What follows belongs to an exercise in optimizing a design on an open flow for small area, a short achievable clock period and few clock cycles; a production flow would make more cautious choices.
Where RTL was checked, it was by simulation tests only, not by an equivalence proof against the original.
Power figures rest on the tool's default switching activity, not on a simulated workload.

== main ==
==> flow/design.v (excerpt) <==
module height_map_smoother (
  input  logic        clk,
  input  logic        rst,
  input  logic        s_tvalid,
  output logic        s_tready,
  input  logic [15:0] s_tdata,    
  input  logic [1:0]  s_tuser,    
  output logic        m_tvalid,
  input  logic        m_tready,
  output logic [15:0] m_tdata,    
  input  logic        cfg_valid,
  output logic        cfg_ready,
  input  logic [7:0]  cfg_data
);
Size in the first run: roughly 50 I/O pins, ~0.065 mm^2 of cells after synthesis.
Settings: LEC_CHECK=0, CAP_MARGIN=20, CORE_MARGIN=2, CORE_UTILIZATION=55, CTS_BUF_LIST=sky130_fd_sc_hd__clkbuf_16, CTS_CLUSTER_DIAMETER=100, CTS_CLUSTER_SIZE=30, SETUP_SLACK_MARGIN=5, SLEW_MARGIN=20; clock period 8.0 ns.
run.sh (not shown) runs the stock make flow with config.mk's settings and CLKGATE_MAP_FILE= SYNTH_SCRIPT=/design/flow/synth_recipe.tcl, a recipe that flattens the netlist after the stock synthesis.
### main -> the feature branch
==> flow/flow/run.sh (new file) <==
#!/bin/bash
# Own layout flow: the standard flow (standard.sh), with two changes:
#  - no adder cells in synthesis (ADDER_MAP_FILE empty): ABC maps the adders itself;
#    the registers, their names and cell types are those of the standard synthesis
#  - the port buffers that the flow puts on every input and output are buf_4 cells
# Each step's full output stays in orfs/logs/; make's own output goes to make_finish.log.
set -euo pipefail
export ADDER_MAP_FILE=
export BUFFER_PORTS_ARGS="-buffer_cell sky130_fd_sc_hd__buf_4"
bash standard.sh finish > make_finish.log 2>&1
==> flow/standard.sh (new file) <==
#!/bin/bash
# synth_recipe.tcl (not shown) runs the flow's synth.tcl, then flattens the netlist and writes it again
# the make line also repeats each setting of config.mk as NAME=value (left out here)
make -C /OpenROAD-flow-scripts/flow DESIGN_CONFIG=/design/flow/config.mk WORK_HOME=/design/flow/orfs CLKGATE_MAP_FILE= SYNTH_SCRIPT=/design/flow/synth_recipe.tcl "${@:-finish}"
removed: flow/run.sh
Notes after the runs:
- Maximum ir drop on the vdd rail in the feature branch vs main: down about 28%
- Higher routing usage on met1 was reported by the feature branch, not main.
- The feature branch: PASS, flow complete, no timing, DRC or antenna violations
- The feature branch does better than main on total design power.
- Going from main to the feature branch, the global-route met3 utilization was found to have gone down by 0.79 points.
- Relative to main, well tap count has decreased by 0.78% in the feature branch.
- Compare the feature branch and main | total track usage higher: the feature branch
- main has a higher starting DRC count in detailed routing than the feature branch.
- The feature branch ended with less synthesized-area fraction occupied by adder cells than main.
- Across both runs, antenna cell count was lower for the feature branch than for main.
- The feature branch vs main — overall routed net length rose 2400 um.
- Share of the cycle needed by the critical path after routing (lower): the feature branch
No functional check of the RTL was part of any run of this note.

========
height_map_smoother, a different RTL version from the one above (not shown whole).
For scale: about 64000 um2 of cells after synthesis.
Settings: LEC_CHECK=0, CAP_MARGIN=20, CORE_MARGIN=2, CORE_UTILIZATION=55, CTS_BUF_LIST=sky130_fd_sc_hd__clkbuf_16, CTS_CLUSTER_DIAMETER=100, CTS_CLUSTER_SIZE=30, SETUP_SLACK_MARGIN=4, SLEW_MARGIN=20; clock period 8.0 ns.
Stock flow here: none of the scripts above is used.
The starting point produced a clean layout.
Testbench counts at the start, summed over its fixed seeds: cycles 6,072.
Edit:
- SETUP_SLACK_MARGIN: 4 -> 4.7
The new run completed with no timing, DRC or antenna violations.
Core utilization grows by 1.3 points.
Final area climbs by about 2.1%.
Synthesized area stays the same.
Global-route usage stays flat.
Combinational power increases by 15%.
Synthesized cell count is unchanged.
Die area is unchanged.
Via count increases by about 0.9%.

========
Setup of run A:
Another version of the RTL of height_map_smoother (not shown whole).
Size: about 2400 flip-flops, ~50 I/O pins, roughly 0.067 sq mm of cells after synthesis.
Settings: LEC_CHECK=0, CAP_MARGIN=20, CORE_MARGIN=2, CORE_UTILIZATION=55, CTS_BUF_LIST=sky130_fd_sc_hd__clkbuf_4 sky130_fd_sc_hd__clkbuf_8, SLEW_MARGIN=20; clock period 8.0 ns.
diff inputs: run A => run B
Settings: CTS_BUF_LIST now sky130_fd_sc_hd__clkbuf_16, was sky130_fd_sc_hd__clkbuf_4 sky130_fd_sc_hd__clkbuf_8; CTS_CLUSTER_SIZE now 30, previously not set; CTS_CLUSTER_DIAMETER now 100, previously not set; SETUP_SLACK_MARGIN now 4, previously not set.
==> notes.md <==
Run B vs run A, capturing instance or port of the critical path: u_ctrl.u_unit2.u_div.t[1] vs u_ctrl.u_unit1.u_div.t[2]
Diff run B and run A: clock network fraction of design power higher in run A
For the cell count, run B came in 7.1% lower than run A did.
Run B gives less critical path depth than run A did.
Compared with run A, run B shows a higher largest driver fanout on the critical path.
Critical-path cell with the highest stage delay: sky130_fd_sc_hd__fa_1 -> run B, sky130_fd_sc_hd__mux2_2 -> run A
Cmp run B vs run A: met3 wire length lower in run B
Sort run B and run A by clock-buffer cell count asc -> top: run B
Final period demand of the worst path in run B vs run A: down 0.67 ns
For run C, these inputs were changed with respect to run B:
Settings: clearing CTS_CLUSTER_SIZE, which used to be 30; clearing CTS_CLUSTER_DIAMETER, which used to be 100; swapping sky130_fd_sc_hd__clkbuf_16 for sky130_fd_sc_hd__clkbuf_4 sky130_fd_sc_hd__clkbuf_8 in CTS_BUF_LIST.
--- outcome ---
Relative to run B, clock slew at the register clock pins of the worst setup and hold paths decreased by 0.04 ns in run C. Run C has number of antenna cells inserted above what run B had. Diff run B -> run C: least setup slack across all paths after layout shrank by 0.091 ns; number of buffers inserted to repair setup after CTS grew by 1; layout overhead on the synthesized area grew by 8.0 points. For the maximum clock path buffer count, run C came in 1 higher than run B did. Summary of run C over run B: number of fillers in the final layout went down 4.8%; register-to-register slack fell 0.09 ns; cell area picked up an extra 0.0053 sq mm; met2 track demand over resource in global routing shows an increase of 1.2 points.
Function was not checked in any run of this note: the RTL went through the layout flow alone.

==> static timing again, ports no longer ideal <==
How much do the figures lean on ideal ports? The routed layouts below were timed once more, with nothing changed but the port constraints. Step 1: set_driving_cell puts a clkbuf_16 on clk and a buf_2 on each other input, an assumption about the parent block. Step 2 adds t to the input delays and takes it off the output delays; t is the mean of the earliest and latest rising clock arrival at the registers after step 1. Input paths then give back, and output paths get back, about the clock's delay inside the block. a / b / c = ideal ports / drivers / drivers and shift; a / b = the first two.
run | shift t [ns] | setup WS [ns] | worst hold slack (ns) | worst setup path after step 2 | worst register clock-pin slew, ns
main | 0.770 | 4.218 / 4.218 / 4.218 | 0.283 / 0.283 / 0.283 | register to register | 0.12 / 0.12
the feature branch | 0.782 | 4.502 / 4.502 / 4.502 | 0.312 / 0.312 / 0.312 | register to register | 0.12 / 0.12
the first run of note 2 | 0.764 | 4.139 / 4.139 / 4.139 | 0.314 / 0.314 / 0.314 | register to register | 0.12 / 0.12
the second run of note 2 | 0.756 | 4.446 / 4.446 / 4.178 | 0.310 / 0.310 / 0.310 | input to register | 0.11 / 0.11
run A | 0.995 | 3.508 / 3.508 / 3.508 | 0.259 / 0.259 / 0.259 | register to register | 0.07 / 0.07
run B | 0.760 | 4.181 / 4.181 / 4.126 | 0.295 / 0.295 / 0.295 | input to register | 0.11 / 0.11
run C | 0.995 | 4.090 / 4.090 / 4.090 | 0.260 / 0.260 / 0.260 | register to register | 0.07 / 0.07
After both steps every run listed still meets setup and hold. For the second run of note 2, which loses most, drivers alone change the setup slack by 0.000 ns; drivers and shift together by -0.268 ns.
